What follows belongs to an exercise in optimizing a design on an open flow for small area; a production flow would make more cautious choices.
Function was not checked in any run shown here: the RTL went through the layout flow alone.

===== flow/config.mk =====
export PLATFORM = sky130hd
export DESIGN_NAME = muldiv_unit
export DESIGN_NICKNAME = muldiv_unit
export VERILOG_FILES = /design/flow/design.v
export SDC_FILE = /design/flow/constraint.sdc
export NUM_CORES = 4
export LEC_CHECK = 0
export CAP_MARGIN = 20
export CORE_MARGIN = 2
export CORE_UTILIZATION = 50
export SLEW_MARGIN = 20

===== flow/constraint.sdc =====
create_clock -name core_clock -period 10.5 [get_ports {clk}]
set_input_delay 2.1000 -clock core_clock [delete_from_list [all_inputs] [get_ports {clk}]]
set_output_delay 2.1000 -clock core_clock [all_outputs]
set_load 0.01 [all_outputs]

===== flow/design.v =====
module muldiv_unit #(
    parameter int unsigned MUL_CYCLES = 2,
    parameter int unsigned DIV_ITERS  = 32
) (
    input  logic        clk,
    input  logic        rst,
    input  logic        start,
    input  logic [1:0]  op,
    input  logic        flush,
    input  logic [31:0] srca,
    input  logic [31:0] srcb,
    output logic        stall,
    output logic        busy,
    output logic        done,
    output logic [31:0] hi,
    output logic [31:0] lo
);
    logic        act_q;           
    logic [5:0]  cnt_q;           
    logic [33:0] h_q;             
    logic [31:0] l_q;             
    logic        is_div, is_signed;
    logic [5:0]  ph;
    logic        sa, sb;
    logic [35:0] xa;              
    logic [32:0] bm;              
    logic        bzero;
    logic        ph0, div_abs, div_end, div_last;
    logic        p0_q, e33_q, e34_q;    
    assign is_div    = op[1];
    assign is_signed = ~op[0];
    assign ph        = act_q ? cnt_q : 6'd0;
    assign ph0       = ~act_q;
    assign sa        = is_signed & srca[31];
    assign sb        = is_signed & srcb[31];
    assign xa        = {sa, sa, sa, sa, srca};
    assign bm        = {sb, srcb};
    assign bzero     = (srcb == 32'd0);
    assign div_abs   = act_q & p0_q;
    assign div_end   = act_q & e33_q;
    assign div_last  = div_q & act_q & e34_q;
    function automatic logic [2:0] booth(input logic [2:0] x);
        booth[0] = x[1] ^ x[0];                                             
        booth[1] = (x[2] & ~x[1] & ~x[0]) | (~x[2] & x[1] & x[0]);           
        booth[2] = x[2];                                                    
    endfunction
    logic [12:0] xw0, xwn;
    logic [17:0] enc0, encn, enc_q;
    logic        div_q;           
    logic        sa_q, sb_q;      
    assign xw0 = {xa[11:0], 1'b0};
    assign xwn = ph0 ? xa[23:11] : xa[35:23];
    always_comb begin
        for (int j = 0; j < 6; j++) begin
            enc0[3*j +: 3] = booth(xw0[2*j +: 3]);
            encn[3*j +: 3] = is_div ? 3'b000 : booth(xwn[2*j +: 3]);
        end
    end
    logic [5:0] rone, rtwo, rsgn, rneg;
    always_comb begin
        for (int j = 0; j < 6; j++) begin
            rone[j] = ph0 ? enc0[3*j]   : enc_q[3*j];
            rtwo[j] = ph0 ? enc0[3*j+1] : enc_q[3*j+1];
            rsgn[j] = ph0 ? enc0[3*j+2] : enc_q[3*j+2];
        end
        if (~ph0 & div_q) begin
            rone[3] = 1'b0;
            rtwo[3] = ~div_last & ~div_abs;
            rsgn[3] = ~(h_q[33] ^ sb_q);
            rone[4] = div_last & h_q[33];
            rtwo[4] = 1'b0;
            rsgn[4] = sb_q ^ sa_q;
        end
        for (int j = 0; j < 6; j++) rneg[j] = rsgn[j] | ~(rone[j] | rtwo[j]);
    end
    logic [33:0] ppx0, ppx1, ppx2, ppx3, ppx4, ppx5;
    logic [34:0] bv;
    logic [34:0] cx [6];
    logic [33:0] px [6];
    assign bv = {bm[32], bm, 1'b0};
    always_comb begin
        for (int j = 0; j < 6; j++) begin
            cx[j] = ~(bv ^ {35{rsgn[j]}});
            px[j] = ~(({34{rone[j]}} & cx[j][34:1]) | ({34{rtwo[j]}} & cx[j][33:0]));
        end
    end
    assign ppx0 = px[0];
    assign ppx1 = px[1];
    assign ppx2 = px[2];
    assign ppx3 = px[3];
    assign ppx4 = px[4];
    assign ppx5 = px[5];
    logic [40:0] acc;
    logic        cin;
    assign cin = div_q & sa_q & (div_abs | div_last);
    assign acc = ph0 ? 41'd0 : {h_q ^ {34{cin}}, l_q[31:25]};
    logic [45:0] cpa_a, cpa_b, t;
    logic s1;
    logic c2;
    logic s3;
    logic c4;
    logic s5;
    logic c6;
    logic s7;
    logic c8;
    logic s9;
    logic c10;
    logic s11;
    logic c12;
    logic s13;
    logic c14;
    logic s15;
    logic c16;
    logic s17;
    logic c18;
    logic s19;
    logic c20;
    logic s21;
    logic c22;
    logic s23;
    logic c24;
    logic s25;
    logic c26;
    logic s27;
    logic c28;
    logic s29;
    logic c30;
    logic s31;
    logic c32;
    logic s33;
    logic c34;
    logic s35;
    logic c36;
    logic s37;
    logic c38;
    logic s39;
    logic c40;
    logic s41;
    logic c42;
    logic s43;
    logic c44;
    logic s45;
    logic c46;
    logic s47;
    logic c48;
    logic s49;
    logic c50;
    logic s51;
    logic c52;
    logic s53;
    logic c54;
    logic s55;
    logic c56;
    logic s57;
    logic c58;
    logic s59;
    logic c60;
    logic s61;
    logic c62;
    logic s63;
    logic c64;
    logic s65;
    logic c66;
    logic s67;
    logic c68;
    logic s69;
    logic c70;
    logic s71;
    logic c72;
    logic s73;
    logic c74;
    logic s75;
    logic c76;
    logic s77;
    logic c78;
    logic s79;
    logic c80;
    logic s81;
    logic c82;
    logic s83;
    logic c84;
    logic s85;
    logic c86;
    logic s87;
    logic c88;
    logic s89;
    logic c90;
    logic s91;
    logic c92;
    logic s93;
    logic c94;
    logic s95;
    logic c96;
    logic s97;
    logic c98;
    logic s99;
    logic c100;
    logic s101;
    logic c102;
    logic s103;
    logic c104;
    logic s105;
    logic c106;
    logic s107;
    logic c108;
    logic s109;
    logic c110;
    logic s111;
    logic c112;
    logic s113;
    logic c114;
    logic s115;
    logic c116;
    logic s117;
    logic c118;
    logic s119;
    logic c120;
    logic s121;
    logic c122;
    logic s123;
    logic c124;
    logic s125;
    logic c126;
    logic s127;
    logic c128;
    logic s129;
    logic c130;
    logic s131;
    logic c132;
    logic s133;
    logic c134;
    logic s135;
    logic c136;
    logic s137;
    logic c138;
    logic s139;
    logic c140;
    logic s141;
    logic c142;
    logic s143;
    logic c144;
    logic s145;
    logic c146;
    logic s147;
    logic c148;
    logic s149;
    logic c150;
    logic s151;
    logic c152;
    logic s153;
    logic c154;
    logic s155;
    logic c156;
    logic s157;
    logic c158;
    logic s159;
    logic c160;
    logic s161;
    logic c162;
    logic s163;
    logic c164;
    logic s165;
    logic c166;
    logic s167;
    logic c168;
    logic s169;
    logic c170;
    logic s171;
    logic c172;
    logic s173;
    logic c174;
    logic s175;
    logic c176;
    logic s177;
    logic c178;
    logic s179;
    logic c180;
    logic s181;
    logic c182;
    logic s183;
    logic c184;
    logic s185;
    logic c186;
    logic s187;
    logic c188;
    logic s189;
    logic c190;
    logic s191;
    logic c192;
    logic s193;
    logic c194;
    logic s195;
    logic c196;
    logic s197;
    logic c198;
    logic s199;
    logic c200;
    logic s201;
    logic c202;
    logic s203;
    logic c204;
    logic s205;
    logic c206;
    logic s207;
    logic c208;
    logic s209;
    logic c210;
    logic s211;
    logic c212;
    logic s213;
    logic c214;
    logic s215;
    logic c216;
    logic s217;
    logic c218;
    logic s219;
    logic c220;
    logic s221;
    logic c222;
    logic s223;
    logic c224;
    logic s225;
    logic c226;
    logic s227;
    logic c228;
    logic s229;
    logic c230;
    logic s231;
    logic c232;
    logic s233;
    logic c234;
    logic s235;
    logic c236;
    logic s237;
    logic c238;
    logic s239;
    logic c240;
    logic s241;
    logic c242;
    logic s243;
    logic c244;
    logic s245;
    logic c246;
    logic s247;
    logic c248;
    logic s249;
    logic c250;
    logic s251;
    logic c252;
    logic s253;
    logic c254;
    logic s255;
    logic c256;
    logic s257;
    logic c258;
    logic s259;
    logic c260;
    logic s261;
    logic c262;
    logic s263;
    logic c264;
    logic s265;
    logic c266;
    logic s267;
    logic c268;
    logic s269;
    logic c270;
    logic s271;
    logic c272;
    logic s273;
    logic c274;
    logic s275;
    logic c276;
    logic s277;
    logic c278;
    logic s279;
    logic c280;
    logic s281;
    logic c282;
    logic s283;
    logic c284;
    logic s285;
    logic c286;
    logic s287;
    logic c288;
    logic s289;
    logic c290;
    logic s291;
    logic c292;
    logic s293;
    logic c294;
    logic s295;
    logic c296;
    logic s297;
    logic c298;
    logic s299;
    logic c300;
    logic s301;
    logic c302;
    logic s303;
    logic c304;
    logic s305;
    logic c306;
    logic s307;
    logic c308;
    logic s309;
    logic c310;
    logic s311;
    logic c312;
    logic s313;
    logic c314;
    logic s315;
    logic c316;
    logic s317;
    logic c318;
    logic s319;
    logic c320;
    logic s321;
    logic c322;
    logic s323;
    logic c324;
    logic s325;
    logic c326;
    logic s327;
    logic c328;
    logic s329;
    logic c330;
    logic s331;
    logic c332;
    logic s333;
    logic c334;
    logic s335;
    logic c336;
    logic s337;
    logic c338;
    logic s339;
    logic c340;
    logic s341;
    logic c342;
    logic s343;
    logic c344;
    logic s345;
    logic c346;
    logic s347;
    logic c348;
    logic s349;
    logic c350;
    logic s351;
    logic c352;
    logic s353;
    logic c354;
    logic s355;
    logic c356;
    logic s357;
    logic c358;
    logic s359;
    logic c360;
    logic s361;
    logic c362;
    logic s363;
    logic c364;
    logic s365;
    logic c366;
    logic s367;
    logic c368;
    logic s369;
    logic c370;
    logic s371;
    logic c372;
    logic s373;
    logic c374;
    logic s375;
    logic c376;
    logic s377;
    logic c378;
    logic s379;
    logic c380;
    logic s381;
    logic c382;
    logic s383;
    logic c384;
    logic s385;
    logic c386;
    logic s387;
    logic c388;
    logic s389;
    logic c390;
    logic s391;
    logic c392;
    logic s393;
    logic c394;
    logic s395;
    logic c396;
    logic s397;
    logic c398;
    logic s399;
    logic c400;
    logic s401;
    logic c402;
    logic s403;
    logic c404;
    logic s405;
    logic c406;
    logic s407;
    logic c408;
    logic s409;
    logic c410;
    assign s1 = acc[8] ^ ppx0[8] ^ ppx1[6];
    assign c2 = (acc[8] & ppx0[8]) | (ppx1[6] & (acc[8] ^ ppx0[8]));
    assign s3 = acc[9] ^ ppx0[9] ^ ppx1[7];
    assign c4 = (acc[9] & ppx0[9]) | (ppx1[7] & (acc[9] ^ ppx0[9]));
    assign s5 = acc[10] ^ ppx0[10] ^ ppx1[8];
    assign c6 = (acc[10] & ppx0[10]) | (ppx1[8] & (acc[10] ^ ppx0[10]));
    assign s7 = ppx2[6] ^ ppx3[4] ^ ppx4[2];
    assign c8 = (ppx2[6] & ppx3[4]) | (ppx4[2] & (ppx2[6] ^ ppx3[4]));
    assign s9 = acc[11] ^ ppx0[11] ^ ppx1[9];
    assign c10 = (acc[11] & ppx0[11]) | (ppx1[9] & (acc[11] ^ ppx0[11]));
    assign s11 = ppx2[7] ^ ppx3[5] ^ ppx4[3];
    assign c12 = (ppx2[7] & ppx3[5]) | (ppx4[3] & (ppx2[7] ^ ppx3[5]));
    assign s13 = acc[12] ^ ppx0[12] ^ ppx1[10];
    assign c14 = (acc[12] & ppx0[12]) | (ppx1[10] & (acc[12] ^ ppx0[12]));
    assign s15 = ppx2[8] ^ ppx3[6] ^ ppx4[4];
    assign c16 = (ppx2[8] & ppx3[6]) | (ppx4[4] & (ppx2[8] ^ ppx3[6]));
    assign s17 = acc[13] ^ ppx0[13] ^ ppx1[11];
    assign c18 = (acc[13] & ppx0[13]) | (ppx1[11] & (acc[13] ^ ppx0[13]));
    assign s19 = ppx2[9] ^ ppx3[7] ^ ppx4[5];
    assign c20 = (ppx2[9] & ppx3[7]) | (ppx4[5] & (ppx2[9] ^ ppx3[7]));
    assign s21 = acc[14] ^ ppx0[14] ^ ppx1[12];
    assign c22 = (acc[14] & ppx0[14]) | (ppx1[12] & (acc[14] ^ ppx0[14]));
    assign s23 = ppx2[10] ^ ppx3[8] ^ ppx4[6];
    assign c24 = (ppx2[10] & ppx3[8]) | (ppx4[6] & (ppx2[10] ^ ppx3[8]));
    assign s25 = acc[15] ^ ppx0[15] ^ ppx1[13];
    assign c26 = (acc[15] & ppx0[15]) | (ppx1[13] & (acc[15] ^ ppx0[15]));
    assign s27 = ppx2[11] ^ ppx3[9] ^ ppx4[7];
    assign c28 = (ppx2[11] & ppx3[9]) | (ppx4[7] & (ppx2[11] ^ ppx3[9]));
    assign s29 = acc[16] ^ ppx0[16] ^ ppx1[14];
    assign c30 = (acc[16] & ppx0[16]) | (ppx1[14] & (acc[16] ^ ppx0[16]));
    assign s31 = ppx2[12] ^ ppx3[10] ^ ppx4[8];
    assign c32 = (ppx2[12] & ppx3[10]) | (ppx4[8] & (ppx2[12] ^ ppx3[10]));
    assign s33 = acc[17] ^ ppx0[17] ^ ppx1[15];
    assign c34 = (acc[17] & ppx0[17]) | (ppx1[15] & (acc[17] ^ ppx0[17]));
    assign s35 = ppx2[13] ^ ppx3[11] ^ ppx4[9];
    assign c36 = (ppx2[13] & ppx3[11]) | (ppx4[9] & (ppx2[13] ^ ppx3[11]));
    assign s37 = acc[18] ^ ppx0[18] ^ ppx1[16];
    assign c38 = (acc[18] & ppx0[18]) | (ppx1[16] & (acc[18] ^ ppx0[18]));
    assign s39 = ppx2[14] ^ ppx3[12] ^ ppx4[10];
    assign c40 = (ppx2[14] & ppx3[12]) | (ppx4[10] & (ppx2[14] ^ ppx3[12]));
    assign s41 = acc[19] ^ ppx0[19] ^ ppx1[17];
    assign c42 = (acc[19] & ppx0[19]) | (ppx1[17] & (acc[19] ^ ppx0[19]));
    assign s43 = ppx2[15] ^ ppx3[13] ^ ppx4[11];
    assign c44 = (ppx2[15] & ppx3[13]) | (ppx4[11] & (ppx2[15] ^ ppx3[13]));
    assign s45 = acc[20] ^ ppx0[20] ^ ppx1[18];
    assign c46 = (acc[20] & ppx0[20]) | (ppx1[18] & (acc[20] ^ ppx0[20]));
    assign s47 = ppx2[16] ^ ppx3[14] ^ ppx4[12];
    assign c48 = (ppx2[16] & ppx3[14]) | (ppx4[12] & (ppx2[16] ^ ppx3[14]));
    assign s49 = acc[21] ^ ppx0[21] ^ ppx1[19];
    assign c50 = (acc[21] & ppx0[21]) | (ppx1[19] & (acc[21] ^ ppx0[21]));
    assign s51 = ppx2[17] ^ ppx3[15] ^ ppx4[13];
    assign c52 = (ppx2[17] & ppx3[15]) | (ppx4[13] & (ppx2[17] ^ ppx3[15]));
    assign s53 = acc[22] ^ ppx0[22] ^ ppx1[20];
    assign c54 = (acc[22] & ppx0[22]) | (ppx1[20] & (acc[22] ^ ppx0[22]));
    assign s55 = ppx2[18] ^ ppx3[16] ^ ppx4[14];
    assign c56 = (ppx2[18] & ppx3[16]) | (ppx4[14] & (ppx2[18] ^ ppx3[16]));
    assign s57 = acc[23] ^ ppx0[23] ^ ppx1[21];
    assign c58 = (acc[23] & ppx0[23]) | (ppx1[21] & (acc[23] ^ ppx0[23]));
    assign s59 = ppx2[19] ^ ppx3[17] ^ ppx4[15];
    assign c60 = (ppx2[19] & ppx3[17]) | (ppx4[15] & (ppx2[19] ^ ppx3[17]));
    assign s61 = acc[24] ^ ppx0[24] ^ ppx1[22];
    assign c62 = (acc[24] & ppx0[24]) | (ppx1[22] & (acc[24] ^ ppx0[24]));
    assign s63 = ppx2[20] ^ ppx3[18] ^ ppx4[16];
    assign c64 = (ppx2[20] & ppx3[18]) | (ppx4[16] & (ppx2[20] ^ ppx3[18]));
    assign s65 = acc[25] ^ ppx0[25] ^ ppx1[23];
    assign c66 = (acc[25] & ppx0[25]) | (ppx1[23] & (acc[25] ^ ppx0[25]));
    assign s67 = ppx2[21] ^ ppx3[19] ^ ppx4[17];
    assign c68 = (ppx2[21] & ppx3[19]) | (ppx4[17] & (ppx2[21] ^ ppx3[19]));
    assign s69 = acc[26] ^ ppx0[26] ^ ppx1[24];
    assign c70 = (acc[26] & ppx0[26]) | (ppx1[24] & (acc[26] ^ ppx0[26]));
    assign s71 = ppx2[22] ^ ppx3[20] ^ ppx4[18];
    assign c72 = (ppx2[22] & ppx3[20]) | (ppx4[18] & (ppx2[22] ^ ppx3[20]));
    assign s73 = acc[27] ^ ppx0[27] ^ ppx1[25];
    assign c74 = (acc[27] & ppx0[27]) | (ppx1[25] & (acc[27] ^ ppx0[27]));
    assign s75 = ppx2[23] ^ ppx3[21] ^ ppx4[19];
    assign c76 = (ppx2[23] & ppx3[21]) | (ppx4[19] & (ppx2[23] ^ ppx3[21]));
    assign s77 = acc[28] ^ ppx0[28] ^ ppx1[26];
    assign c78 = (acc[28] & ppx0[28]) | (ppx1[26] & (acc[28] ^ ppx0[28]));
    assign s79 = ppx2[24] ^ ppx3[22] ^ ppx4[20];
    assign c80 = (ppx2[24] & ppx3[22]) | (ppx4[20] & (ppx2[24] ^ ppx3[22]));
    assign s81 = acc[29] ^ ppx0[29] ^ ppx1[27];
    assign c82 = (acc[29] & ppx0[29]) | (ppx1[27] & (acc[29] ^ ppx0[29]));
    assign s83 = ppx2[25] ^ ppx3[23] ^ ppx4[21];
    assign c84 = (ppx2[25] & ppx3[23]) | (ppx4[21] & (ppx2[25] ^ ppx3[23]));
    assign s85 = acc[30] ^ ppx0[30] ^ ppx1[28];
    assign c86 = (acc[30] & ppx0[30]) | (ppx1[28] & (acc[30] ^ ppx0[30]));
    assign s87 = ppx2[26] ^ ppx3[24] ^ ppx4[22];
    assign c88 = (ppx2[26] & ppx3[24]) | (ppx4[22] & (ppx2[26] ^ ppx3[24]));
    assign s89 = acc[31] ^ ppx0[31] ^ ppx1[29];
    assign c90 = (acc[31] & ppx0[31]) | (ppx1[29] & (acc[31] ^ ppx0[31]));
    assign s91 = ppx2[27] ^ ppx3[25] ^ ppx4[23];
    assign c92 = (ppx2[27] & ppx3[25]) | (ppx4[23] & (ppx2[27] ^ ppx3[25]));
    assign s93 = acc[32] ^ ppx0[32] ^ ppx1[30];
    assign c94 = (acc[32] & ppx0[32]) | (ppx1[30] & (acc[32] ^ ppx0[32]));
    assign s95 = ppx2[28] ^ ppx3[26] ^ ppx4[24];
    assign c96 = (ppx2[28] & ppx3[26]) | (ppx4[24] & (ppx2[28] ^ ppx3[26]));
    assign s97 = acc[33] ^ ~ppx0[33] ^ ppx1[31];
    assign c98 = (acc[33] & ~ppx0[33]) | (ppx1[31] & (acc[33] ^ ~ppx0[33]));
    assign s99 = ppx2[29] ^ ppx3[27] ^ ppx4[25];
    assign c100 = (ppx2[29] & ppx3[27]) | (ppx4[25] & (ppx2[29] ^ ppx3[27]));
    assign s101 = acc[34] ^ ppx1[32] ^ ppx2[30];
    assign c102 = (acc[34] & ppx1[32]) | (ppx2[30] & (acc[34] ^ ppx1[32]));
    assign s103 = ppx3[28] ^ ppx4[26] ^ ppx5[24];
    assign c104 = (ppx3[28] & ppx4[26]) | (ppx5[24] & (ppx3[28] ^ ppx4[26]));
    assign s105 = acc[35] ^ ~ppx1[33] ^ ppx2[31];
    assign c106 = (acc[35] & ~ppx1[33]) | (ppx2[31] & (acc[35] ^ ~ppx1[33]));
    assign s107 = acc[36] ^ ppx2[32] ^ ppx3[30];
    assign c108 = (acc[36] & ppx2[32]) | (ppx3[30] & (acc[36] ^ ppx2[32]));
    assign s109 = acc[4] ^ ppx0[4] ^ ppx1[2];
    assign c110 = (acc[4] & ppx0[4]) | (ppx1[2] & (acc[4] ^ ppx0[4]));
    assign s111 = acc[5] ^ ppx0[5] ^ ppx1[3];
    assign c112 = (acc[5] & ppx0[5]) | (ppx1[3] & (acc[5] ^ ppx0[5]));
    assign s113 = acc[6] ^ ppx0[6] ^ ppx1[4];
    assign c114 = (acc[6] & ppx0[6]) | (ppx1[4] & (acc[6] ^ ppx0[6]));
    assign s115 = ppx2[2] ^ ppx3[0] ^ rneg[3];
    assign c116 = (ppx2[2] & ppx3[0]) | (rneg[3] & (ppx2[2] ^ ppx3[0]));
    assign s117 = acc[7] ^ ppx0[7] ^ ppx1[5];
    assign c118 = (acc[7] & ppx0[7]) | (ppx1[5] & (acc[7] ^ ppx0[7]));
    assign s119 = ppx2[3] ^ ppx3[1] ^ cin;
    assign c120 = (ppx2[3] & ppx3[1]) | (cin & (ppx2[3] ^ ppx3[1]));
    assign s121 = s1 ^ ppx2[4] ^ ppx3[2];
    assign c122 = (s1 & ppx2[4]) | (ppx3[2] & (s1 ^ ppx2[4]));
    assign s123 = ppx4[0] ^ rneg[4];
    assign c124 = ppx4[0] & rneg[4];
    assign s125 = c2 ^ s3 ^ ppx2[5];
    assign c126 = (c2 & s3) | (ppx2[5] & (c2 ^ s3));
    assign s127 = ppx3[3] ^ ppx4[1];
    assign c128 = ppx3[3] & ppx4[1];
    assign s129 = c4 ^ s5 ^ s7;
    assign c130 = (c4 & s5) | (s7 & (c4 ^ s5));
    assign s131 = ppx5[0] ^ rneg[5];
    assign c132 = ppx5[0] & rneg[5];
    assign s133 = c6 ^ c8 ^ s9;
    assign c134 = (c6 & c8) | (s9 & (c6 ^ c8));
    assign s135 = s11 ^ ppx5[1];
    assign c136 = s11 & ppx5[1];
    assign s137 = c10 ^ c12 ^ s13;
    assign c138 = (c10 & c12) | (s13 & (c10 ^ c12));
    assign s139 = s15 ^ ppx5[2];
    assign c140 = s15 & ppx5[2];
    assign s141 = c14 ^ c16 ^ s17;
    assign c142 = (c14 & c16) | (s17 & (c14 ^ c16));
    assign s143 = s19 ^ ppx5[3];
    assign c144 = s19 & ppx5[3];
    assign s145 = c18 ^ c20 ^ s21;
    assign c146 = (c18 & c20) | (s21 & (c18 ^ c20));
    assign s147 = s23 ^ ppx5[4];
    assign c148 = s23 & ppx5[4];
    assign s149 = c22 ^ c24 ^ s25;
    assign c150 = (c22 & c24) | (s25 & (c22 ^ c24));
    assign s151 = s27 ^ ppx5[5];
    assign c152 = s27 & ppx5[5];
    assign s153 = c26 ^ c28 ^ s29;
    assign c154 = (c26 & c28) | (s29 & (c26 ^ c28));
    assign s155 = s31 ^ ppx5[6];
    assign c156 = s31 & ppx5[6];
    assign s157 = c30 ^ c32 ^ s33;
    assign c158 = (c30 & c32) | (s33 & (c30 ^ c32));
    assign s159 = s35 ^ ppx5[7];
    assign c160 = s35 & ppx5[7];
    assign s161 = c34 ^ c36 ^ s37;
    assign c162 = (c34 & c36) | (s37 & (c34 ^ c36));
    assign s163 = s39 ^ ppx5[8];
    assign c164 = s39 & ppx5[8];
    assign s165 = c38 ^ c40 ^ s41;
    assign c166 = (c38 & c40) | (s41 & (c38 ^ c40));
    assign s167 = s43 ^ ppx5[9];
    assign c168 = s43 & ppx5[9];
    assign s169 = c42 ^ c44 ^ s45;
    assign c170 = (c42 & c44) | (s45 & (c42 ^ c44));
    assign s171 = s47 ^ ppx5[10];
    assign c172 = s47 & ppx5[10];
    assign s173 = c46 ^ c48 ^ s49;
    assign c174 = (c46 & c48) | (s49 & (c46 ^ c48));
    assign s175 = s51 ^ ppx5[11];
    assign c176 = s51 & ppx5[11];
    assign s177 = c50 ^ c52 ^ s53;
    assign c178 = (c50 & c52) | (s53 & (c50 ^ c52));
    assign s179 = s55 ^ ppx5[12];
    assign c180 = s55 & ppx5[12];
    assign s181 = c54 ^ c56 ^ s57;
    assign c182 = (c54 & c56) | (s57 & (c54 ^ c56));
    assign s183 = s59 ^ ppx5[13];
    assign c184 = s59 & ppx5[13];
    assign s185 = c58 ^ c60 ^ s61;
    assign c186 = (c58 & c60) | (s61 & (c58 ^ c60));
    assign s187 = s63 ^ ppx5[14];
    assign c188 = s63 & ppx5[14];
    assign s189 = c62 ^ c64 ^ s65;
    assign c190 = (c62 & c64) | (s65 & (c62 ^ c64));
    assign s191 = s67 ^ ppx5[15];
    assign c192 = s67 & ppx5[15];
    assign s193 = c66 ^ c68 ^ s69;
    assign c194 = (c66 & c68) | (s69 & (c66 ^ c68));
    assign s195 = s71 ^ ppx5[16];
    assign c196 = s71 & ppx5[16];
    assign s197 = c70 ^ c72 ^ s73;
    assign c198 = (c70 & c72) | (s73 & (c70 ^ c72));
    assign s199 = s75 ^ ppx5[17];
    assign c200 = s75 & ppx5[17];
    assign s201 = c74 ^ c76 ^ s77;
    assign c202 = (c74 & c76) | (s77 & (c74 ^ c76));
    assign s203 = s79 ^ ppx5[18];
    assign c204 = s79 & ppx5[18];
    assign s205 = c78 ^ c80 ^ s81;
    assign c206 = (c78 & c80) | (s81 & (c78 ^ c80));
    assign s207 = s83 ^ ppx5[19];
    assign c208 = s83 & ppx5[19];
    assign s209 = c82 ^ c84 ^ s85;
    assign c210 = (c82 & c84) | (s85 & (c82 ^ c84));
    assign s211 = s87 ^ ppx5[20];
    assign c212 = s87 & ppx5[20];
    assign s213 = c86 ^ c88 ^ s89;
    assign c214 = (c86 & c88) | (s89 & (c86 ^ c88));
    assign s215 = s91 ^ ppx5[21];
    assign c216 = s91 & ppx5[21];
    assign s217 = c90 ^ c92 ^ s93;
    assign c218 = (c90 & c92) | (s93 & (c90 ^ c92));
    assign s219 = s95 ^ ppx5[22];
    assign c220 = s95 & ppx5[22];
    assign s221 = c94 ^ c96 ^ s97;
    assign c222 = (c94 & c96) | (s97 & (c94 ^ c96));
    assign s223 = s99 ^ ppx5[23] ^ 1'b1;
    assign c224 = (s99 & ppx5[23]) | (1'b1 & (s99 ^ ppx5[23]));
    assign s225 = c98 ^ c100 ^ s101;
    assign c226 = (c98 & c100) | (s101 & (c98 ^ c100));
    assign s227 = s103 ^ 1'b1;
    assign c228 = s103 & 1'b1;
    assign s229 = c102 ^ c104 ^ s105;
    assign c230 = (c102 & c104) | (s105 & (c102 ^ c104));
    assign s231 = ppx3[29] ^ ppx4[27] ^ ppx5[25];
    assign c232 = (ppx3[29] & ppx4[27]) | (ppx5[25] & (ppx3[29] ^ ppx4[27]));
    assign s233 = c106 ^ s107 ^ ppx4[28];
    assign c234 = (c106 & s107) | (ppx4[28] & (c106 ^ s107));
    assign s235 = ppx5[26] ^ 1'b1;
    assign c236 = ppx5[26] & 1'b1;
    assign s237 = c108 ^ acc[37] ^ ~ppx2[33];
    assign c238 = (c108 & acc[37]) | (~ppx2[33] & (c108 ^ acc[37]));
    assign s239 = ppx3[31] ^ ppx4[29] ^ ppx5[27];
    assign c240 = (ppx3[31] & ppx4[29]) | (ppx5[27] & (ppx3[31] ^ ppx4[29]));
    assign s241 = acc[38] ^ ppx3[32] ^ ppx4[30];
    assign c242 = (acc[38] & ppx3[32]) | (ppx4[30] & (acc[38] ^ ppx3[32]));
    assign s243 = ppx5[28] ^ 1'b1;
    assign c244 = ppx5[28] & 1'b1;
    assign s245 = acc[39] ^ ~ppx3[33] ^ ppx4[31];
    assign c246 = (acc[39] & ~ppx3[33]) | (ppx4[31] & (acc[39] ^ ~ppx3[33]));
    assign s247 = acc[2] ^ ppx0[2] ^ ppx1[0];
    assign c248 = (acc[2] & ppx0[2]) | (ppx1[0] & (acc[2] ^ ppx0[2]));
    assign s249 = acc[3] ^ ppx0[3] ^ ppx1[1];
    assign c250 = (acc[3] & ppx0[3]) | (ppx1[1] & (acc[3] ^ ppx0[3]));
    assign s251 = s109 ^ ppx2[0] ^ rneg[2];
    assign c252 = (s109 & ppx2[0]) | (rneg[2] & (s109 ^ ppx2[0]));
    assign s253 = c110 ^ s111 ^ ppx2[1];
    assign c254 = (c110 & s111) | (ppx2[1] & (c110 ^ s111));
    assign s255 = c112 ^ s113 ^ s115;
    assign c256 = (c112 & s113) | (s115 & (c112 ^ s113));
    assign s257 = c114 ^ c116 ^ s117;
    assign c258 = (c114 & c116) | (s117 & (c114 ^ c116));
    assign s259 = c118 ^ c120 ^ s121;
    assign c260 = (c118 & c120) | (s121 & (c118 ^ c120));
    assign s261 = c122 ^ c124 ^ s125;
    assign c262 = (c122 & c124) | (s125 & (c122 ^ c124));
    assign s263 = c126 ^ c128 ^ s129;
    assign c264 = (c126 & c128) | (s129 & (c126 ^ c128));
    assign s265 = c130 ^ c132 ^ s133;
    assign c266 = (c130 & c132) | (s133 & (c130 ^ c132));
    assign s267 = c134 ^ c136 ^ s137;
    assign c268 = (c134 & c136) | (s137 & (c134 ^ c136));
    assign s269 = c138 ^ c140 ^ s141;
    assign c270 = (c138 & c140) | (s141 & (c138 ^ c140));
    assign s271 = c142 ^ c144 ^ s145;
    assign c272 = (c142 & c144) | (s145 & (c142 ^ c144));
    assign s273 = c146 ^ c148 ^ s149;
    assign c274 = (c146 & c148) | (s149 & (c146 ^ c148));
    assign s275 = c150 ^ c152 ^ s153;
    assign c276 = (c150 & c152) | (s153 & (c150 ^ c152));
    assign s277 = c154 ^ c156 ^ s157;
    assign c278 = (c154 & c156) | (s157 & (c154 ^ c156));
    assign s279 = c158 ^ c160 ^ s161;
    assign c280 = (c158 & c160) | (s161 & (c158 ^ c160));
    assign s281 = c162 ^ c164 ^ s165;
    assign c282 = (c162 & c164) | (s165 & (c162 ^ c164));
    assign s283 = c166 ^ c168 ^ s169;
    assign c284 = (c166 & c168) | (s169 & (c166 ^ c168));
    assign s285 = c170 ^ c172 ^ s173;
    assign c286 = (c170 & c172) | (s173 & (c170 ^ c172));
    assign s287 = c174 ^ c176 ^ s177;
    assign c288 = (c174 & c176) | (s177 & (c174 ^ c176));
    assign s289 = c178 ^ c180 ^ s181;
    assign c290 = (c178 & c180) | (s181 & (c178 ^ c180));
    assign s291 = c182 ^ c184 ^ s185;
    assign c292 = (c182 & c184) | (s185 & (c182 ^ c184));
    assign s293 = c186 ^ c188 ^ s189;
    assign c294 = (c186 & c188) | (s189 & (c186 ^ c188));
    assign s295 = c190 ^ c192 ^ s193;
    assign c296 = (c190 & c192) | (s193 & (c190 ^ c192));
    assign s297 = c194 ^ c196 ^ s197;
    assign c298 = (c194 & c196) | (s197 & (c194 ^ c196));
    assign s299 = c198 ^ c200 ^ s201;
    assign c300 = (c198 & c200) | (s201 & (c198 ^ c200));
    assign s301 = c202 ^ c204 ^ s205;
    assign c302 = (c202 & c204) | (s205 & (c202 ^ c204));
    assign s303 = c206 ^ c208 ^ s209;
    assign c304 = (c206 & c208) | (s209 & (c206 ^ c208));
    assign s305 = c210 ^ c212 ^ s213;
    assign c306 = (c210 & c212) | (s213 & (c210 ^ c212));
    assign s307 = c214 ^ c216 ^ s217;
    assign c308 = (c214 & c216) | (s217 & (c214 ^ c216));
    assign s309 = c218 ^ c220 ^ s221;
    assign c310 = (c218 & c220) | (s221 & (c218 ^ c220));
    assign s311 = c222 ^ c224 ^ s225;
    assign c312 = (c222 & c224) | (s225 & (c222 ^ c224));
    assign s313 = c226 ^ c228 ^ s229;
    assign c314 = (c226 & c228) | (s229 & (c226 ^ c228));
    assign s315 = c230 ^ c232 ^ s233;
    assign c316 = (c230 & c232) | (s233 & (c230 ^ c232));
    assign s317 = c234 ^ c236 ^ s237;
    assign c318 = (c234 & c236) | (s237 & (c234 ^ c236));
    assign s319 = c238 ^ c240 ^ s241;
    assign c320 = (c238 & c240) | (s241 & (c238 ^ c240));
    assign s321 = c242 ^ c244 ^ s245;
    assign c322 = (c242 & c244) | (s245 & (c242 ^ c244));
    assign s323 = c246 ^ ~acc[40] ^ ppx4[32];
    assign c324 = (c246 & ~acc[40]) | (ppx4[32] & (c246 ^ ~acc[40]));
    assign s325 = acc[0] ^ ppx0[0] ^ rneg[0];
    assign c326 = (acc[0] & ppx0[0]) | (rneg[0] & (acc[0] ^ ppx0[0]));
    assign s327 = acc[1] ^ ppx0[1];
    assign c328 = acc[1] & ppx0[1];
    assign s329 = s247 ^ rneg[1];
    assign c330 = s247 & rneg[1];
    assign s331 = c248 ^ s249;
    assign c332 = c248 & s249;
    assign s333 = c250 ^ s251;
    assign c334 = c250 & s251;
    assign s335 = c252 ^ s253;
    assign c336 = c252 & s253;
    assign s337 = c254 ^ s255;
    assign c338 = c254 & s255;
    assign s339 = c256 ^ s257 ^ s119;
    assign c340 = (c256 & s257) | (s119 & (c256 ^ s257));
    assign s341 = c258 ^ s259 ^ s123;
    assign c342 = (c258 & s259) | (s123 & (c258 ^ s259));
    assign s343 = c260 ^ s261 ^ s127;
    assign c344 = (c260 & s261) | (s127 & (c260 ^ s261));
    assign s345 = c262 ^ s263 ^ s131;
    assign c346 = (c262 & s263) | (s131 & (c262 ^ s263));
    assign s347 = c264 ^ s265 ^ s135;
    assign c348 = (c264 & s265) | (s135 & (c264 ^ s265));
    assign s349 = c266 ^ s267 ^ s139;
    assign c350 = (c266 & s267) | (s139 & (c266 ^ s267));
    assign s351 = c268 ^ s269 ^ s143;
    assign c352 = (c268 & s269) | (s143 & (c268 ^ s269));
    assign s353 = c270 ^ s271 ^ s147;
    assign c354 = (c270 & s271) | (s147 & (c270 ^ s271));
    assign s355 = c272 ^ s273 ^ s151;
    assign c356 = (c272 & s273) | (s151 & (c272 ^ s273));
    assign s357 = c274 ^ s275 ^ s155;
    assign c358 = (c274 & s275) | (s155 & (c274 ^ s275));
    assign s359 = c276 ^ s277 ^ s159;
    assign c360 = (c276 & s277) | (s159 & (c276 ^ s277));
    assign s361 = c278 ^ s279 ^ s163;
    assign c362 = (c278 & s279) | (s163 & (c278 ^ s279));
    assign s363 = c280 ^ s281 ^ s167;
    assign c364 = (c280 & s281) | (s167 & (c280 ^ s281));
    assign s365 = c282 ^ s283 ^ s171;
    assign c366 = (c282 & s283) | (s171 & (c282 ^ s283));
    assign s367 = c284 ^ s285 ^ s175;
    assign c368 = (c284 & s285) | (s175 & (c284 ^ s285));
    assign s369 = c286 ^ s287 ^ s179;
    assign c370 = (c286 & s287) | (s179 & (c286 ^ s287));
    assign s371 = c288 ^ s289 ^ s183;
    assign c372 = (c288 & s289) | (s183 & (c288 ^ s289));
    assign s373 = c290 ^ s291 ^ s187;
    assign c374 = (c290 & s291) | (s187 & (c290 ^ s291));
    assign s375 = c292 ^ s293 ^ s191;
    assign c376 = (c292 & s293) | (s191 & (c292 ^ s293));
    assign s377 = c294 ^ s295 ^ s195;
    assign c378 = (c294 & s295) | (s195 & (c294 ^ s295));
    assign s379 = c296 ^ s297 ^ s199;
    assign c380 = (c296 & s297) | (s199 & (c296 ^ s297));
    assign s381 = c298 ^ s299 ^ s203;
    assign c382 = (c298 & s299) | (s203 & (c298 ^ s299));
    assign s383 = c300 ^ s301 ^ s207;
    assign c384 = (c300 & s301) | (s207 & (c300 ^ s301));
    assign s385 = c302 ^ s303 ^ s211;
    assign c386 = (c302 & s303) | (s211 & (c302 ^ s303));
    assign s387 = c304 ^ s305 ^ s215;
    assign c388 = (c304 & s305) | (s215 & (c304 ^ s305));
    assign s389 = c306 ^ s307 ^ s219;
    assign c390 = (c306 & s307) | (s219 & (c306 ^ s307));
    assign s391 = c308 ^ s309 ^ s223;
    assign c392 = (c308 & s309) | (s223 & (c308 ^ s309));
    assign s393 = c310 ^ s311 ^ s227;
    assign c394 = (c310 & s311) | (s227 & (c310 ^ s311));
    assign s395 = c312 ^ s313 ^ s231;
    assign c396 = (c312 & s313) | (s231 & (c312 ^ s313));
    assign s397 = c314 ^ s315 ^ s235;
    assign c398 = (c314 & s315) | (s235 & (c314 ^ s315));
    assign s399 = c316 ^ s317 ^ s239;
    assign c400 = (c316 & s317) | (s239 & (c316 ^ s317));
    assign s401 = c318 ^ s319 ^ s243;
    assign c402 = (c318 & s319) | (s243 & (c318 ^ s319));
    assign s403 = c320 ^ s321 ^ ppx5[29];
    assign c404 = (c320 & s321) | (ppx5[29] & (c320 ^ s321));
    assign s405 = c322 ^ s323 ^ ppx5[30];
    assign c406 = (c322 & s323) | (ppx5[30] & (c322 ^ s323));
    assign s407 = c324 ^ ~ppx4[33] ^ ppx5[31];
    assign c408 = (c324 & ~ppx4[33]) | (ppx5[31] & (c324 ^ ~ppx4[33]));
    assign s409 = ppx5[32] ^ 1'b1;
    assign c410 = ppx5[32] & 1'b1;
    assign cpa_a = {1'b1, 1'b1, c410, c408, c406, c404, c402, c400, c398, c396, c394, c392, c390, c388, c386, c384, c382, c380, c378, c376, c374, c372, c370, c368, c366, c364, c362, c360, c358, c356, c354, c352, c350, c348, c346, c344, c342, c340, c338, c336, c334, c332, c330, c328, c326, s325};
    assign cpa_b = {1'b0, 1'b0, ~ppx5[33], s409, s407, s405, s403, s401, s399, s397, s395, s393, s391, s389, s387, s385, s383, s381, s379, s377, s375, s373, s371, s369, s367, s365, s363, s361, s359, s357, s355, s353, s351, s349, s347, s345, s343, s341, s339, s337, s335, s333, s331, s329, s327, 1'b0};
    assign t = cpa_a + cpa_b;
    logic [31:0] q_out;
    logic        qneg;
    logic [31:0] lor;
    assign qneg = is_signed & (srca[31] ^ srcb[31]) & ~bzero;
    always_comb begin
        lor[0] = 1'b0;
        for (int i = 1; i < 32; i++) lor[i] = lor[i-1] | l_q[i-1];
    end
    assign q_out = l_q ^ ({32{qneg & is_div}} & lor);
    logic done_c;
    assign done_c = act_q & (is_div ? (cnt_q == 6'd34) : (cnt_q == 6'd2));
    always_ff @(posedge clk) begin
        if (rst) begin
            act_q <= 1'b0;
        end else begin
            act_q <= start & ~flush & ~done_c;
        end
        cnt_q <= act_q ? cnt_q + 6'd1 : 6'd1;
        p0_q  <= ~act_q;
        e33_q <= act_q & (cnt_q == 6'd32);
        e34_q <= act_q & (cnt_q == 6'd33);
        enc_q <= encn;
        div_q <= is_div;
        sa_q  <= sa;
        sb_q  <= sb;
        if (is_div) begin
            if (ph0) begin
                h_q <= {2'b00, srca};
                l_q <= {l_q[30:0], ~t[40]};
            end else if (div_abs) begin
                h_q <= {33'd0, t[38]};
                l_q <= t[38:7];
            end else begin
                h_q <= {t[39:7], div_end ? 1'b0 : l_q[30]};
                l_q <= {l_q[30:0], ~t[40]};
            end
        end else begin
            h_q <= {{7{t[45]}}, t[45:19]};
            l_q <= {t[18:12], t[19], t[11:0], l_q[23:12]};
        end
    end
    assign done  = done_c;
    assign busy  = act_q & ~done_c;
    assign stall = start & ~done_c;
    assign hi    = t[39:8];
    assign lo    = {is_div ? q_out[31:24] : t[7:0], q_out[23:0]};
endmodule

===== flow/flow/run.sh =====
#!/bin/bash
# Standard synthesis and layout (standard.sh), with faster port buffers than the
# resizer's default pick, so the input-to-output paths of the last multiply pass
# need less timing repair.
set -euo pipefail
export BUFFER_PORTS_ARGS="-buffer_cell sky130_fd_sc_hd__buf_2"
bash standard.sh synth > synth.log 2>&1
bash standard.sh finish > layout.log 2>&1

===== flow/standard.sh =====
#!/bin/bash
# synth_recipe.tcl (not shown) runs the flow's synth.tcl, then flattens the netlist and writes it again
# the make line also repeats each setting of config.mk as NAME=value (left out here)
make -C /OpenROAD-flow-scripts/flow DESIGN_CONFIG=/design/flow/config.mk WORK_HOME=/design/flow/orfs CLKGATE_MAP_FILE= SYNTH_SCRIPT=/design/flow/synth_recipe.tcl "${@:-finish}"

==> flow_summary.json, run 1 <==
{
  "status": "timing/DRC/antenna clean",
  "synth-edff-count": 0,
  "synthAdderAreaFrac_pct": 26.81,
  "max_freq_ghz": 0.09699,
  "fp.coreArea_um2": 32370,
  "vias": 15479,
  "cts_max_level": 3,
  "period_share_pct": 98.19,
  "drv_cap": 0,
  "hold_buffers": 0,
  "crit_required_ns": 8.40,
  "synth_area_um2": 16380,
  "syn_inst": 1984,
  "synth_cell_types": 87,
  "synth_top_family_by_area": "adder cells",
  "dp_slack_ns": 0.3528,
  "antenna_found_initial": 0,
  "drc": 0,
  "ant_nets": 0,
  "initial_core_util_pct": 50.60,
  "seq_area_frac_synth_pct": 11.85,
  "worst_hold_path_type": "flop to flop",
  "wirelength_mm": 57.99,
  "nFillCells": 3085,
  "final_cell_mix": "xnor2_1, fa_1, inv_1",
  "vias_per_cell": 6.130,
  "die_area_um2": 34230,
  "slew_headroom_pct": 30.74,
  "slew_viol_final": 0,
  "syn_nets": 2303,
  "cts_resized": 0,
  "syn_avg_cell_area_um2": 8.256,
  "setup_tns_ns": 0,
  "min_from": "cnt_q[0]",
  "wl_met2_mm": 25.36,
  "worstMarginPinSlew_ns": 1.039,
  "grt_max_degree": 62,
  "synth_top_cell_area_share_pct": 20.78,
  "wl_met1_mm": 25.87,
  "startpoint_type": "input port",
  "die_h_um": 185,
  "drt_iter0_markers": 1786,
  "synth_mux_area_share_pct": 0.3819,
  "clk_latency_ns": 0.35,
  "io_pins": 137,
  "synth_flop_cell": "dfxtp_1",
  "end_kind": "output pin",
  "rsz0062_at_grt": "false",
  "routedWlPerCell_um": 22.97,
  "diodes": 0,
  "postSynth.asyncResetShare_pct": 0,
  "grt_pass1_wl_mm": 90.45,
  "yosysWarningCount": 3,
  "rr_startpoint": "act_q",
  "final_nets": 2397,
  "synth_area_leader_cell": "fa_1",
  "port_buffers": 136,
  "fin_hold_ws_ns": 0.4491,
  "rows": 66,
  "dp_hpwl_mm": 46.77,
  "synth_xor_area_share_pct": 16.78,
  "cts_sinks": 97,
  "grt_overflow_total": 0,
  "finalSetupViolCount": 0,
  "critPathLaunch": "srca[3]",
  "synth_seq_cells": 97,
  "finalCriticalPeriod_ns": 10.31,
  "numCtsBuffers": 9,
  "fin_skew_ns": 0.009860,
  "root_buffer": "clkbuf_16",
  "die_x_um": 185,
  "met3_length_mm": 5.052,
  "synth.area.top_cells": "fa_1, xnor2_1, dfxtp_1",
  "dr.pass1.iters": 7,
  "gp_congestion": 0.9555,
  "setup_slack_ns": 0.1900,
  "cts_tree": "done",
  "yosys.area_share.simple_pct": 13.05,
  "final_hold_viol_count": 0,
  "path_clk_slew_ns": 0.07,
  "clockBufferDepth": 2,
  "cp.arrival_ns": 8.21,
  "layout_commonest_cell": "xnor2_1",
  "grt_pass1_vias": 15148,
  "cts_setup_buffers": 0,
  "layout-drive-gt1-share_pct": 15.27,
  "top_layer": "met4",
  "criticalPathCategory": "input port to output pin",
  "syn2layout_area_growth_pct": 12.21,
  "track_usage_pct": 34.66,
  "synth_compound_area_share_pct": 23.66,
  "crit_fanout": 12
}
critical path, cell delays in order:
cell and delay (ns):
buf_2 0.15, or3b_2 0.20, a21oi_1 0.06, a21oi_2 0.60, buf_4 0.31, o22ai_1 0.11
fa_1 0.52, fa_1 0.55, inv_1 0.05, fa_1 0.56, fa_1 0.44, ha_1 0.37
a21oi_2 0.22, o21ai_1 0.16, a311oi_2 0.43, nor2_1 0.11, or4_1 0.51, a31oi_1 0.22
xor2_1 0.20, buf_4 0.17, inv_1 0.04, buf_2 0.13
worst paths after layout:
kind | end | slack [ns] | cells past startpoint
worst max-delay path | hi[25] | 0.19 | 22
worst min-delay path | cnt_q[0] | 0.45 | 1
worst max register to register | h_q[16] | 3.45 | 25
worst min register to register | cnt_q[0] | 0.45 | 1
cell type report:
cell class,instances,area (um2),area share [%]
tap,442,553.0,3.009
inverter,154,578.1,3.145
timing repair buffer,245,1639,8.918
clock inverter,7,62.56,0.3404
multi-input combinational,1571,13380,72.78
clock buffer,9,225.2,1.225
sequential,97,1946,10.59
Yosys cell counts, types with 26 or more instances:
master,number
a21oi_1,133
xor2_1,42
ha_1,79
o22ai_1,90
o21ai_0,53
nor2_1,118
clkbuf_1,117
dfxtp_1,97
nand2_1,148
buf_1,29
xnor2_1,270
o22a_1,100
nor3_1,26
fa_1,170
inv_1,150
nand3_1,27
registers in the layout (all words and copies together) (netlist names):
register	count
act_q	1
e34_q	1
l_q	32
cnt_q	6
p0_q	1
sb_q	1
sa_q	1
enc_q	18
h_q	34
div_q	1
e33_q	1
stage by stage:
| stage | instances | area [um2] | utilization, % |
|---|---|---|---|
| 3_5_place_dp | 2509 | 18090 | 55.89 |
| 2_1_floorplan | 1984 | 16380 | - |
| 4_1_cts | 2525 | 18380 | 56.78 |
| 5_1_grt | 2525 | 18380 | 56.78 |
| 6_report | 2525 | 18380 | 56.78 |
| 3_3_place_gp | 2509 | 18090 | 55.89 |
routing by layer:
| metal | GRT usage (%) | up-vias |
|---|---|---|
| met1 | 49.67 | 7519 |
| met3 | 5.859 | 111 |
| met2 | 54.02 | 748 |
| met4 | 9.206 | 0 |
| met5 | 0 | - |
| li1 | - | 7101 |
cells by family after synthesis:
group	Yosys count
buffers and inverters	316
AO/OA/AOI/OAI	559
multiplexers	6
XOR/XNOR	313
adder cells (fa/ha/maj)	249
flip-flops	97
AND/OR/NAND/NOR	444
==> run 2: changes to the inputs <==
==> flow/flow/run.sh (replaced) <==
#!/bin/bash
# Standard synthesis and layout (standard.sh), with faster port buffers than the
# resizer's default pick, and power recovery (downsizing of gates off the critical
# paths) after global routing.
set -euo pipefail
export BUFFER_PORTS_ARGS="-buffer_cell sky130_fd_sc_hd__buf_2"
export RECOVER_POWER=100
bash standard.sh synth > synth.log 2>&1
bash standard.sh finish > layout.log 2>&1
--- a/flow/config.mk
+++ b/flow/config.mk
@@ -9,3 +9,5 @@
 export CORE_MARGIN = 2
 export CORE_UTILIZATION = 50
+export CTS_BUF_LIST = sky130_fd_sc_hd__clkbuf_8
+export PLACE_DENSITY = 0.7
 export SLEW_MARGIN = 20
==> flow_summary.json, run 2 <==
{
  "synth_area_leader_cell": "fa_1",
  "synth_top_cell_area_share_pct": 20.78,
  "numCtsBuffers": 9,
  "cpMaxStageDelayCell": "a21oi_2",
  "grt_max_degree": 61,
  "synth_mux_area_share_pct": 0.3819,
  "slew_viol_final": 159,
  "crit_required_ns": 8.40,
  "cts_sinks": 97,
  "port_buffers": 136,
  "syn_inst": 1984,
  "fin_skew_ns": 0.01570,
  "postSynth.asyncResetShare_pct": 0,
  "finalInstanceArea_um2": 18060,
  "die_h_um": 185,
  "end_kind": "output pin",
  "min_from": "cnt_q[0]",
  "synth_common_cells": "xnor2_1, fa_1, inv_1",
  "dp_slack_ns": 0.1740,
  "worstMarginPinSlew_ns": 2.579,
  "cts_tree": "done",
  "yosys.area_share.simple_pct": 13.05,
  "die_area_um2": 34230,
  "slew_headroom_pct": -71.91,
  "layout-drive-gt1-share_pct": 12.81,
  "setup_slack_ns": 0.1966,
  "largest-register": "h_q",
  "nFillCells": 3064,
  "place_area_um2": 17890,
  "critPathLaunch": "srca[5]",
  "vias": 15559,
  "antenna_found_initial": 0,
  "crit_chain": "buf_2, or3b_2, a21oi_1, a21oi_2, o22ai_1, fa_1, fa_1, inv_1, fa_1, inv_1, fa_1, inv_1, ha_1, a21o_1, a221o_1, a211o_1, a31oi_4, o21ai_2, xnor2_2, inv_2, buf_2",
  "so_faults": "max-capacitance violations, max-slew violations",
  "final_cell_mix": "xnor2_1, fa_1, inv_1",
  "grt_overflow_total": 0,
  "synth_seq_cells": 97,
  "synth_compound_area_share_pct": 23.66,
  "status": "failed layout checks",
  "period_share_pct": 98.13,
  "syn_avg_cell_area_um2": 8.256,
  "largest_reg_flops": 34,
  "die_x_um": 185,
  "synth_top_family_by_area": "adder cells",
  "synthAdderAreaFrac_pct": 26.81,
  "dp_hpwl_mm": 46.05,
  "finalSetupViolCount": 0,
  "synth_flop_cell": "dfxtp_1",
  "ant_nets": 0,
  "drt_iter0_markers": 1784,
  "worst_hold_path_type": "flop to flop",
  "synth_xor_area_share_pct": 16.78,
  "io_pins": 137,
  "final_nets": 2375,
  "initial_core_util_pct": 50.60,
  "rows": 66,
  "criticalPathCategory": "input port to output pin",
  "reg_top3": "h_q: 34 flops, l_q: 32 flops, enc_q: 18 flops",
  "root_buffer": "clkbuf_8",
  "vias_per_cell": 6.216,
  "startpoint_type": "input port",
  "synth.area.top_cells": "fa_1, xnor2_1, dfxtp_1",
  "cp.arrival_ns": 8.20,
  "finalCriticalPeriod_ns": 10.30,
  "synth_area_um2": 16380,
  "drc": 0,
  "hold_buffers": 0,
  "gp_congestion": 0.9852,
  "slowest_delay_ns": 0.86,
  "fp.coreArea_um2": 32370,
  "path_clk_slew_ns": 0.10,
  "clk_latency_ns": 0.38,
  "final_hold_viol_count": 0,
  "drv_cap": 4,
  "fin_hold_ws_ns": 0.4593,
  "cts_max_level": 3,
  "clockBufferDepth": 2,
  "wirelength_mm": 56.81,
  "synth_cell_types": 87,
  "syn_nets": 2303,
  "synth.most_common_cell": "xnor2_1",
  "cts_setup_buffers": 0,
  "diodes": 0,
  "rr_startpoint": "act_q",
  "synth-edff-count": 0,
  "max_freq_ghz": 0.09706,
  "dr.pass1.iters": 6,
  "syn2layout_area_growth_pct": 10.24,
  "crit_top_cell": "fa_1",
  "crit_fanout": 19,
  "layout_commonest_cell": "xnor2_1",
  "seq_area_frac_synth_pct": 11.85,
  "grt_pass1_wl_mm": 88.30,
  "rsz0062_at_grt": "true",
  "routedWlPerCell_um": 22.70,
  "track_usage_pct": 33.90,
  "grt_pass1_vias": 15150,
  "yosysWarningCount": 3
}
-- run 2: cell counts after synthesis --
Identical to the previous run, type by type.
-- run 2: path summary, 6_finish.rpt --
check             endpoint  slack [ns]  depth (start not counted)
setup / recovery    hi[26]        0.20                         21
hold / removal    cnt_q[0]        0.46                          1
setup reg to reg   h_q[22]        2.98                         20
hold reg to reg   cnt_q[0]        0.46                          1
-- run 2: area by class of cell --
cell class	count	area [um2]	share of cell area, %
clock buffer	9	123.9	0.6860
timing repair buffer	223	1385	7.670
tap	442	553.0	3.063
inverter	154	578.1	3.201
sequential	97	1946	10.77
multi-input combinational	1571	13400	74.18
clock inverter	7	76.32	0.4227
-- run 2: metal layers --
layer,global-route usage [%],up-vias,share of wire [%]
met5,0,-,0
met4,12.19,0,3.6
met3,6.252,133,11
met2,51.39,909,44
met1,48.26,7477,42
li1,-,7040,-
-- run 2: stage by stage --
stage	std cells	utilization [%]	setup TNS (ns)
4_1_cts	2503	55.88	0
5_1_grt	2503	55.78	-0.08923
2_1_floorplan	1984	-	0
3_5_place_dp	2487	55.26	0
6_report	2503	55.78	0
3_3_place_gp	2487	55.26	0
-- run 2: logic make-up (layout without fill, tap and decap cells) --
kind of cell | Yosys count | count (layout)
xor+xnor | 313 | 313
flops | 97 | 97
buf+inv | 316 | 393
mux | 6 | 6
simple gates | 444 | 444
fa+ha+maj | 249 | 249
compound gates | 559 | 559
-- run 2: critical path: cells and delay by family --
family | cells | cell delay, ns
and+or+nand+nor | 1 | 0.20
xor gates and xnor gates | 1 | 0.41
adders and majority gates | 5 | 2.35
buffers and inverters | 6 | 0.59
AOI/OAI and AO/OA | 8 | 2.50
-- run 2: timing repair --
| action | 4_1_cts | 5_1_grt |
|---|---|---|
| endpoints found under the setup margin | 0 | 6 |
| hold endpoints to repair | 0 | 0 |
| gates resized for setup | 0 | 6 |

[what the ideal ports hide]
How much do the figures lean on ideal ports? The routed layouts below were timed once more, with nothing changed but the port constraints.
Step 1, drivers: a clkbuf_16 drives clk and a buf_2 each remaining input, both assumed.
Step 2 moves the port delays by t, midway between the first and last clock arrival at a register: inputs arrive t later, outputs are due t later. That takes back most of the time a late clock gives input paths.
Three values: ideal ports, drivers, drivers and shift; two values: the first two.
run | t (ns) | setup WS [ns] | latest minus earliest clock arrival (ns) | slew at the worst register clock pin (ns) | worst data-port slew with drivers (ns)
run 1 | 0.394 | 0.190 / 0.170 / 0.170 | 0.010 / 0.010 | 0.08 / 0.08 | 0.04
run 2 | 0.414 | 0.197 / 0.162 / 0.162 | 0.016 / 0.016 | 0.11 / 0.11 | 0.04
The setup slack of run 2, which loses most, moves by -0.035 ns with the drivers and by -0.035 ns with both steps.
